From an optimization exercise on the open Yosys and OpenROAD flow, aimed at small area and a short achievable clock period; shortcuts taken in it are not production practice.
The RTL was checked by simulation tests, not by an equivalence proof against the original design.

==> flow/design.v, too long to show whole: its modules and the start of the top module <==
// module fir_coeff_regs: 32 lines
// module fir_tap_line: 37 lines
// module fir_mac_tree: 6198 lines
// module fir_filter_top: 52 lines
module fir_filter_top #(
    parameter int DATA_WIDTH = 16                    
) (
    input  logic                               clk,
    input  logic                               rst_n,
    input  logic [DATA_WIDTH-1:0]              data_in,
    input  logic                               data_valid,
    output logic signed [DATA_WIDTH-1:0]       data_out,
    output logic                               data_out_valid,
    input  logic                               coeff_wr,
    input  logic                               coeff_preset,
    input  fir_pkg::fir_shape_e                coeff_preset_sel,
    input  logic [fir_pkg::FIR_ADDR_WIDTH-1:0] coeff_addr,
    input  fir_pkg::fir_coeff_t                coeff_wdata,
    output fir_pkg::fir_coeff_t                coeff_rdata
);
  // ...
==> flow/flow/run.sh <==
#!/bin/bash
# Standard layout, with one netlist pass between synthesis and floorplan:
# flow/fixinv.py flips full adders (FA(~a,~b,~c) = ~FA(a,b,c)) and XOR/XNOR types so that
# fewer inverters sit between the carry-save adder cells. Registers and ports are untouched.
set -euo pipefail
R=orfs/results/${FLOW_PLATFORM}/fir_filter_top/base
bash standard.sh synth > synth.log 2>&1
cp $R/1_2_yosys.v $R/1_2_yosys.std.v
python3 flow/fixinv.py $R/1_2_yosys.std.v $R/1_2_yosys.fix.v > fixinv.log 2>&1
cp $R/1_2_yosys.fix.v $R/1_2_yosys.v
rm -f $R/1_synth.odb $R/1_synth.sdc
bash standard.sh do-1_synth > synth_odb.log 2>&1
bash standard.sh finish > finish.log 2>&1
test -f out/final.def
==> flow/flow/fixinv.py <==
#!/usr/bin/env python3
"""Remove inverters around full-adder cells in a mapped sky130 netlist.

A full adder is self-dual: FA(~a, ~b, ~c) = (~sum, ~cout). So any full adder may be
"flipped": its inputs take the complement and its outputs then carry the complement. This
pass picks, by local search, which full adders to flip so that the fewest signals need an
inverted copy, then rewires the netlist: every pin that read a signal through inverters reads
the signal itself or one shared inverter of it. Registers and ports are untouched.

usage: fixinv.py IN.v OUT.v
"""
import re
import sys
from collections import defaultdict

src = open(sys.argv[1]).read()
mod_start = src.index('module ')
body_start = src.index(');', mod_start) + 2
end = src.rindex('endmodule')
header, body = src[:body_start], src[body_start:end]

inst_re = re.compile(r'^\s*(sky130_fd_sc_hd__\w+)\s+(\S+)\s*\((.*?)\);\s*$', re.S | re.M)
pin_re = re.compile(r'\.(\w+)\(\s*(.*?)\s*\)\s*(?:,|$)', re.S)

cells = []            # [type, name, {pin: net}, start, end]
for m in inst_re.finditer(body):
    pins = dict((p, n.strip()) for p, n in pin_re.findall(m.group(3)))
    cells.append([m.group(1), m.group(2), pins, m.start(), m.end()])

OUTPINS = {'X', 'Y', 'Q', 'Q_N', 'SUM', 'COUT', 'HI', 'LO'}
ports = set()
for m in re.finditer(r'^\s*(input|output|inout)\s+(?:\[[^\]]*\]\s*)?(\S+?)\s*;', body + header, re.M):
    ports.add(m.group(2))

def esc(net):
    return net + ' ' if net.startswith('\\') else net


def is_inv(t):
    return re.match(r'sky130_fd_sc_hd__(clk)?inv_\d+$', t) is not None

def is_fa(t):
    return re.match(r'sky130_fd_sc_hd__fa_\d+$', t) is not None


def is_x(t):
    return re.match(r'sky130_fd_sc_hd__x(n)?or2_\d+$', t) is not None

driver = {}
loads = defaultdict(list)     # net -> [(cell index, pin)]
for ci, (t, n, pins, _, _) in enumerate(cells):
    for p, net in pins.items():
        if p in OUTPINS:
            driver[net] = (ci, p)
        else:
            loads[net].append((ci, p))

def portnet(net):
    base = re.sub(r'\s*\[\d+\]$', '', net).lstrip('\\').strip()
    return base in ports or net.lstrip('\\').strip() in ports

# trace each load pin back through inverter chains: (source net, k inversions mod 2)
def is_buf(t):
    return re.match(r'sky130_fd_sc_hd__(clk)?buf_\d+$', t) is not None


def trace(net):
    k = 0
    seen = 0
    while net in driver and seen < 12:
        t = cells[driver[net][0]][0]
        if is_inv(t):
            k ^= 1
        elif not is_buf(t):
            break
        net = cells[driver[net][0]][2]['A']
        seen += 1
    return net, k

fa_idx = [ci for ci, c in enumerate(cells) if is_fa(c[0])]
x_idx = [ci for ci, c in enumerate(cells) if is_x(c[0])]
fa_of_net = {}
for ci in fa_idx:
    for p in ('SUM', 'COUT'):
        if p in cells[ci][2]:
            fa_of_net[cells[ci][2][p]] = ci
def xout(ci):
    return cells[ci][2]['X'] if 'X' in cells[ci][2] else cells[ci][2]['Y']


for ci in x_idx:
    fa_of_net[xout(ci)] = ci

# pins to manage: every non-inverter pin whose net is an inverter output (not a port) or an FA output
managed = []          # (ci, pin, src, k)
for ci, (t, n, pins, _, _) in enumerate(cells):
    if is_inv(t) or is_buf(t):
        continue
    for p, net in pins.items():
        if p in OUTPINS:
            continue
        s, k = trace(net)
        if k == 0 and s == net and s not in fa_of_net and not is_fa(t) and not is_x(t):
            continue
        managed.append((ci, p, s, k))

# keep any inverter whose output is a port, or that feeds something we do not manage
# (an inverter feeding an unmanaged pin stays exactly as it is)
flip = defaultdict(int)

def raw_need(ci, s, k):
    fs = flip[fa_of_net[s]] if s in fa_of_net else 0
    fc = flip[ci] if is_fa(cells[ci][0]) else 0
    return fs ^ k ^ fc


def need(ci, s, k):
    # an XOR/XNOR absorbs any input inversion by swapping to the other type
    if is_x(cells[ci][0]):
        return 0
    return raw_need(ci, s, k)

cnt = defaultdict(int)      # src -> number of managed pins needing its complement
by_cell = defaultdict(list)
by_src = defaultdict(list)
for mi, (ci, p, s, k) in enumerate(managed):
    by_cell[ci].append(mi)
    by_src[s].append(mi)
    if need(ci, s, k):
        cnt[s] += 1

def cost_of(srcs):
    return sum(1 for s in srcs if cnt[s] > 0)

def toggle(fi):
    aff = set(by_cell[fi]) if is_fa(cells[fi][0]) else set()
    for p in ('SUM', 'COUT', 'X', 'Y'):
        net = cells[fi][2].get(p)
        if net:
            aff.update(by_src[net])
    srcs = {managed[mi][2] for mi in aff}
    before = cost_of(srcs)
    for mi in aff:
        ci, p, s, k = managed[mi]
        if need(ci, s, k):
            cnt[s] -= 1
    flip[fi] ^= 1
    for mi in aff:
        ci, p, s, k = managed[mi]
        if need(ci, s, k):
            cnt[s] += 1
    return cost_of(srcs) - before

start_cost = sum(1 for s in cnt if cnt[s] > 0)
for it in range(20):
    improved = 0
    for fi in fa_idx + x_idx:
        d = toggle(fi)
        if d < 0:
            improved += 1
        elif d > 0:
            toggle(fi)
        # d == 0: keep (random walk on plateaus is fine)
    if not improved:
        break
# simulated annealing from the greedy result, keeping the best assignment
flippable = fa_idx + x_idx
import math
import random
rng = random.Random(1)
cur = sum(1 for s in cnt if cnt[s] > 0)
best, best_flip = cur, dict(flip)
moves = 60 * len(fa_idx)
for m in range(moves):
    temp = 1.5 * (1 - m / moves) + 0.01
    fi = flippable[rng.randrange(len(flippable))]
    d = toggle(fi)
    if d <= 0 or rng.random() < math.exp(-d / temp):
        cur += d
        if cur < best:
            best, best_flip = cur, dict(flip)
    else:
        toggle(fi)
# restore the best assignment
for fi in flippable:
    if flip[fi] != best_flip.get(fi, 0):
        toggle(fi)
for it in range(20):
    improved = 0
    for fi in fa_idx + x_idx:
        d = toggle(fi)
        if d < 0:
            improved += 1
        elif d > 0:
            toggle(fi)
    if not improved:
        break
end_cost = sum(1 for s in cnt if cnt[s] > 0)

# rewrite connections
existing_inv = {}
for ci, c in enumerate(cells):
    if is_inv(c[0]):
        existing_inv.setdefault(c[2]['A'], c[2]['Y'])
new_cells = []
newnets = []
inv_for = {}
def inv_net(s):
    if s in inv_for:
        return inv_for[s]
    nn = f'_fixinv_{len(inv_for)}_'
    inv_for[s] = nn
    newnets.append(nn)
    new_cells.append(f'  sky130_fd_sc_hd__inv_1 _fixinv_i{len(inv_for)}_ (\n    .A({esc(s)}),\n    .Y({nn})\n  );\n')
    return nn

xpar = defaultdict(int)
for ci, p, s, k in managed:
    if is_x(cells[ci][0]):
        xpar[ci] ^= raw_need(ci, s, k)
    cells[ci][2][p] = inv_net(s) if need(ci, s, k) else s
for ci in x_idx:
    if xpar[ci] ^ flip[ci]:
        t = cells[ci][0]
        pins = cells[ci][2]
        if 'xnor2' in t:
            cells[ci][0] = t.replace('xnor2', 'xor2')
            pins['X'] = pins.pop('Y')
        else:
            cells[ci][0] = t.replace('xor2', 'xnor2')
            pins['Y'] = pins.pop('X')

# drop inverters that no longer drive anything
used = defaultdict(int)
for ci, c in enumerate(cells):
    for p, net in c[2].items():
        if p not in OUTPINS:
            used[net] += 1
keep = []
removed = 0
for ci, c in enumerate(cells):
    if (is_inv(c[0]) and used[c[2]['Y']] == 0 and not portnet(c[2]['Y'])) or \
       (is_buf(c[0]) and used[c[2]['X']] == 0 and not portnet(c[2]['X'])):
        removed += 1
        continue
    keep.append(ci)
# iterate: removing inverters can orphan inverter chains
changed = True
while changed:
    changed = False
    used = defaultdict(int)
    for ci in keep:
        for p, net in cells[ci][2].items():
            if p not in OUTPINS:
                used[net] += 1
    nk = []
    for ci in keep:
        c = cells[ci]
        if (is_inv(c[0]) and used[c[2]['Y']] == 0 and not portnet(c[2]['Y'])) or \
           (is_buf(c[0]) and used[c[2]['X']] == 0 and not portnet(c[2]['X'])):
            removed += 1
            changed = True
            continue
        nk.append(ci)
    keep = nk

# Pin order: A, B and CIN of a full adder are interchangeable; CIN is the fastest input.
# Estimate arrival times with a rough per-cell delay and put each full adder's latest input
# on CIN.
def fa_pin_order():
    keepset = set(keep)
    drv = {}
    for ci in keep:
        for p, net in cells[ci][2].items():
            if p in OUTPINS:
                drv[net] = ci
    for nn in new_cells_info:
        drv[nn[1]] = ('inv', nn[0])
    arr = {}
    def cell_delay(t, p_in, p_out):
        if is_fa(t):
            d = 0.49 if p_in == 'CIN' else 0.53
            return d if p_out == 'SUM' else d - 0.06
        if 'ha_' in t:
            return 0.35
        if is_inv(t):
            return 0.08
        if is_buf(t):
            return 0.15
        return 0.2
    seq = re.compile(r'sky130_fd_sc_hd__(df|edf|sdf|dl)')
    import sys as _s
    _s.setrecursionlimit(100000)
    def at(net):
        if net in arr:
            return arr[net]
        arr[net] = 0.0
        d = drv.get(net)
        if d is None:
            return 0.0
        if isinstance(d, tuple):
            v = at(d[1]) + 0.08
        else:
            t, nm, pins, _, _ = cells[d]
            if seq.match(t):
                v = 0.45
            else:
                outp = [p for p, n in pins.items() if n == net and p in OUTPINS][0]
                v = max((at(n) + cell_delay(t, p, outp) for p, n in pins.items() if p not in OUTPINS), default=0.0)
        arr[net] = v
        return v
    swaps = 0
    for ci in keep:
        t, nm, pins, _, _ = cells[ci]
        if not is_fa(t):
            continue
        ins = [pins['A'], pins['B'], pins['CIN']]
        ts = [at(n) for n in ins]
        order = sorted(range(3), key=lambda i: ts[i])
        na, nb, nc = ins[order[0]], ins[order[1]], ins[order[2]]
        if nc != pins['CIN']:
            swaps += 1
        pins['A'], pins['B'], pins['CIN'] = na, nb, nc
    return swaps


new_cells_info = [(s, n) for s, n in inv_for.items()]
nswap = fa_pin_order()
sys.stderr.write(f'fixinv: moved the latest input of {nswap} full adders to CIN\n')

out = [header]
out.append(''.join(f'  wire {n};\n' for n in newnets))
# keep wire declarations and assigns from the body, then the cells
decls = [l for l in body.split('\n') if re.match(r'\s*(wire|input|output|inout|assign)\b', l)]
out.append('\n'.join(decls) + '\n')
for ci in keep:
    t, n, pins, _, _ = cells[ci]
    out.append(f'  {t} {n} (\n' + ',\n'.join(f'    .{p}({esc(net)})' for p, net in pins.items()) + '\n  );\n')
out.extend(new_cells)
out.append('endmodule\n')
open(sys.argv[2], 'w').write(''.join(out))
nflip = sum(flip[f] for f in fa_idx + x_idx)
sys.stderr.write(f'fixinv: {len(fa_idx)} full adders, {nflip} flipped; inverted copies {start_cost} -> {end_cost}; '
                 f'removed {removed} inverters, added {len(new_cells)}\n')
==> flow/standard.sh <==
#!/bin/bash
# synth_recipe.tcl (not shown) runs the flow's synth.tcl, then flattens the netlist and writes it again
# the make line also repeats each setting of config.mk as NAME=value (left out here)
make -C /OpenROAD-flow-scripts/flow DESIGN_CONFIG=/design/flow/config.mk WORK_HOME=/design/flow/orfs CLKGATE_MAP_FILE= SYNTH_SCRIPT=/design/flow/synth_recipe.tcl "${@:-finish}"
==> flow/config.mk <==
export PLATFORM = sky130hd
export DESIGN_NAME = fir_filter_top
export DESIGN_NICKNAME = fir_filter_top
export VERILOG_FILES = /design/flow/design.v
export SDC_FILE = /design/flow/constraint.sdc
export NUM_CORES = 4
export LEC_CHECK = 0
export ABC_AREA = 1
export CAP_MARGIN = 20
export CORE_MARGIN = 2
export CORE_UTILIZATION = 40
export SETUP_SLACK_MARGIN = 3.0
export SLEW_MARGIN = 20
==> flow/constraint.sdc <==
create_clock -name core_clock -period 7.5 [get_ports {clk}]
set_input_delay 1.5000 -clock core_clock [delete_from_list [all_inputs] [get_ports {clk}]]
set_output_delay 1.5000 -clock core_clock [all_outputs]
set_load 0.01 [all_outputs]
==> flow_summary_export.csv, run 1 <==
group,metric,value,unit
final_layout,utilization,45.3,%
final_layout,multi_input_cells,4548,
timing,rsz0062_at_grt,"true",
detailed_routing,wl_per_cell,34.8,µm
final_layout,diodes,5,
critical_path,cp_slowest_cell,"dfrtp_1",
logic_synthesis,synthesis.area,58900,µm²
status,status,"finished clean",
critical_path,crit_family,"adder cells",
floorplan,num_io_pins,74,
critical_path,crit_arrival,5080,ps
final_layout,seq-cell-share,19.4,%
timing,slew_viol_final,0,
worst_hold_path,worstHoldStart,"u_tap_line.window_valid$_DFF_PN0_",
placed_design,dpl_cell_area,62700,µm²
critical_path,worst-path-buf-inv,0,
critical_path,required,8090,ps
grt,grt_pass1_wl,388,mm
final_layout,nonClockInverterCount,504,
grt,met1_usage,45.5,%
critical_path,crit_cells,7,
clocking,clock_latency,740,ps
critical_path,critPathMaxStageDelay,1010,ps
critical_path,setup.worst_path.start,"u_coeff_regs.bank_n[27]$_DFFE_PN0P_",
final_layout,largest-register,"u_tap_line.line_q",
detailed_routing,first_iter_violations,7673,
grt,grt_max_degree,172,
grt,busiest_layer,"met2",
clocking,cts_max_path_buffers,3,
detailed_routing,drc,0,
worst_hold_path,hp-class,"flop to flop",
clocking,cts_buffers,70,
flow_run,drv_cap,0,
clocking,root_buffer,"clkbuf_16",
final_layout,reg_top3,"u_tap_line.line_q (192), u_coeff_regs.bank_n (128), u_mac_tree.hi_a_q (19)",
==> run 2: changes to the inputs <==
--- a/flow/design.v
+++ b/flow/design.v
@@ -6271,18 +6271,20 @@
             data_out_valid <= prod_valid;
             if (prod_valid) begin
                 hi_a_q <= row_a[34:16];
                 hi_b_q <= row_b[34:16];
                 lo_c_q <= lo_sum[16];
             end
         end
     end
+    logic [19:0] sum_hi2;
     logic [18:0] sum_hi;
-    assign sum_hi = hi_a_q + hi_b_q + {18'd0, lo_c_q};
+    assign sum_hi2 = {hi_a_q, lo_c_q} + {hi_b_q, lo_c_q};
+    assign sum_hi  = sum_hi2[19:1];
     always_comb begin
         if (sum_hi[18:15] == 4'b0000 || sum_hi[18:15] == 4'b1111)
             data_out = sum_hi[15:0];
         else if (sum_hi[18])
             data_out = 16'h8000;
         else
             data_out = 16'h7FFF;
     end
==> flow/config.mk (replaced) <==
export PLATFORM = sky130hd
export DESIGN_NAME = fir_filter_top
export DESIGN_NICKNAME = fir_filter_top
export VERILOG_FILES = /design/flow/design.v
export SDC_FILE = /design/flow/constraint.sdc
export NUM_CORES = 4
export LEC_CHECK = 0
export ABC_AREA = 1
export CAP_MARGIN = 20
export CORE_MARGIN = 2
export CORE_UTILIZATION = 40
export SETUP_SLACK_MARGIN = 3.2
export SLEW_MARGIN = 20
==> run 2 against run 1 <==
  * Synthesized cell count down 0.68%
  * Synthesized area about the same
  * Register-to-register slack better by 130 ps
  * Cell area up 0.91%
  * Count of clock-buffer cells in the layout down 4
  * Wire length up 1.6%
  * Cell count down 0.51%
  * Core utilization up 0.41 points
  * Critical endpoint is now data_out[8]
  * Clock skew up 14 ps
==> flow_summary_export.csv, run 2 <==
group,metric,value,unit
logic_synthesis,syn_inst,5541,
clocking,cts_max_path_buffers,3,
clocking,cts_hold_buf,0,
timing,setup_viol,0,
final_layout,utilization,45.7,%
clocking,clock_latency,730,ps
detailed_routing,first_iter_violations,7823,
status,status,"finished clean",
detailed_routing,viasPerCell,6.70,
timing,max_slew_margin,18.8,%
timing,fin_ws,3120,ps
final_layout,reg_top3,"u_tap_line.line_q (192), u_coeff_regs.bank_n (128), u_mac_tree.hi_a_q (19)",
final_layout,layout_common_cells,"fa_1 (1,095), o22ai_1 (967), xnor2_1 (529)",
critical_path,startpoint_type,"flop",
timing,worstMarginPinSlew,1220,ps
critical_path,crit_arrival,2880,ps
clocking,path_clk_slew,60,ps
timing,hold_viol,0,
detailed_routing,drc,0,
floorplan,core_area,146000,µm²
placed_design,place.gp.congestion,1.06,
critical_path,required,6000,ps
floorplan,die_w,388,µm
final_layout,finish.net_count,6998,
floorplan,rows,140,
placed_design,port_buffers,73,
timing,slew_viol_final,0,
grt,grt_pass1_vias,53200,
timing,finalCritPeriodShare,58.3,%
logic_synthesis,yosysWarnings,3,
worst_hold_path,hp-class,"flop to flop",
logic_synthesis,avgSynthCellArea,10.6,µm²
grt,grt_overflow,0,
detailed_routing,wl_per_cell,35.5,µm
final_layout,largest-register,"u_tap_line.line_q",
grt,busiest_layer,"met2",
grt,grt_pass1_wl,393,mm
clocking,root_buffer,"clkbuf_16",
final_layout,drive_gt1_share,11.5,%
grt,use_met3,19.7,%
critical_path,critPathKind,"flop to output pin",
final_layout,layout_commonest_cell,"fa_1",
clocking,clock-sinks,534,
floorplan,die-area,150000,µm²
floorplan,start_util,40.4,%
timing,fmax,229,MHz
grt,grt_max_degree,192,
floorplan,num_io_pins,74,
clocking,cts_buffers,67,
placed_design,dp_hpwl,201,mm
timing,tns,0,ps
critical_path,worstPathMaxFanout,6,
flow_run,drv_cap,0,
critical_path,worstSetupEndpointType,"output pin",
timing,rsz0062_at_grt,"true",
floorplan,die_h,388,µm
detailed_routing,dr.pass1.iters,7,
grt,grt.total_usage,36.5,%
detailed_routing,antenna_left,0,
final_layout,largest_register_ffs,192,
placed_design,place_ws,2160,ps
detailed_routing,totalWireLength,277,mm
timing,min_period,4380,ps
final_layout,nFillCells,13600,
grt,antenna_found_initial,5,
clocking,cts_tree,"done",
timing,skew,59.7,ps
logic_synthesis,synthesis.area,58900,µm²
detailed_routing,via_count,52200,
critical_path,r2r_slack,3140,ps
grt,met1_usage,44.1,%
grt,met2_usage,52.0,%
logic_synthesis,syn-num-nets,6716,
clocking,htreeDepth,3,
final_layout,syn_to_final_growth,13.2,%
==> run 2: per-stage QoR <==
stage	hold slack, ps	cells	area (µm²)
global placement	332	7615	62700
detailed placement	341	7615	62700
global route	354	7795	66700
finish	351	7797	66700
CTS	353	7785	66000
floorplan	331	5541	58900
==> run 2: area by class of cell <==
type / count / area, µm² / area share [%]
Antenna cell: 2 / 5.00 / 0.00750
Clock buffer: 91 / 1900 / 2.85
Clock inverter: 33 / 472 / 0.707
Inverter: 486 / 1850 / 2.77
Multi-Input combinational cell: 4525 / 45000 / 67.5
Sequential cell: 534 / 13100 / 19.7
Tap cell: 1917 / 2400 / 3.59
Timing Repair Buffer: 207 / 1920 / 2.87
Timing Repair inverter: 2 / 15.0 / 0.0225
==> run 2: worst paths after layout <==
path / startpoint / to / cells past startpoint
min in group asynchronous: rst_n / u_mac_tree.data_out_valid$_DFF_PN0_ / 1
setup / recovery: u_mac_tree.hi_b_q[7]$_DFFE_PN0P_ / data_out[8] / 15
setup reg to reg: u_coeff_regs.bank_n[117]$_DFFE_PN1P_ / u_mac_tree.r2000$_DFF_P_ / 7
hold reg to reg: u_tap_line.window_valid$_DFF_PN0_ / u_mac_tree.prod_valid$_DFF_PN0_ / 0
max in group asynchronous: rst_n / u_coeff_regs.bank_n[27]$_DFFE_PN0P_ / 2
hold / removal: u_tap_line.window_valid$_DFF_PN0_ / u_mac_tree.prod_valid$_DFF_PN0_ / 0
==> run 2: routing by layer <==
layer	vias to the layer above	part of all wire (%)
li1	19900	-
met1	26200	35
met2	4840	41
met3	1361	18
met4	10	6.7
met5	-	0.13
==> run 2: repair_timing <==
action                                  CTS  global route
endpoints found under the hold margin     0             0
endpoints found under the setup margin  159           145
pin swaps                                31            31
gates resized for setup                 224           170
cloned                                    7             1
buffers inserted                         39             8
==> run 2: critical path, stage by stage, from the launching register on <==
cell      delay (ps)
dfrtp_1          410
ha_4             270
nand2_4          100
inv_1             70
a21oi_2          150
nand3_2          120
nand2_1          100
nand3b_1         160
nand2_2          130
nand2_4           80
nand2_8          110
nand2_8           80
nand2_8          110
buf_6            110
nand2_2           40
buf_6            110

## afterwards: timing with drivers on the ports
Ports are ideal in the flow. The routed layouts listed here were re-timed in OpenROAD.
Step 1: set_driving_cell puts a clkbuf_16 on clk and a buf_2 on each other input, an assumption about the parent block.
Step 2 moves the port delays by t, midway between the first and last clock arrival at a register: inputs arrive t later, outputs are due t later. That takes back most of the time a late clock gives input paths.
a / b / c = ideal / step 1 / step 2; a / b = the first two.
run	t (ns)	setup WS [ns]	latest minus earliest clock arrival (ns)	worst register clock-pin slew, ns	cell pins on the clock port's net
run 1	0.806	3.009 / 2.954 / 2.600	0.053 / 0.053	0.07 / 0.07	1
run 2	0.781	3.125 / 3.045 / 2.647	0.060 / 0.060	0.08 / 0.08	1
After both steps every run listed still meets setup and hold. The setup slack of run 2, which loses most, moves by -0.080 ns with the drivers and by -0.478 ns with both steps.
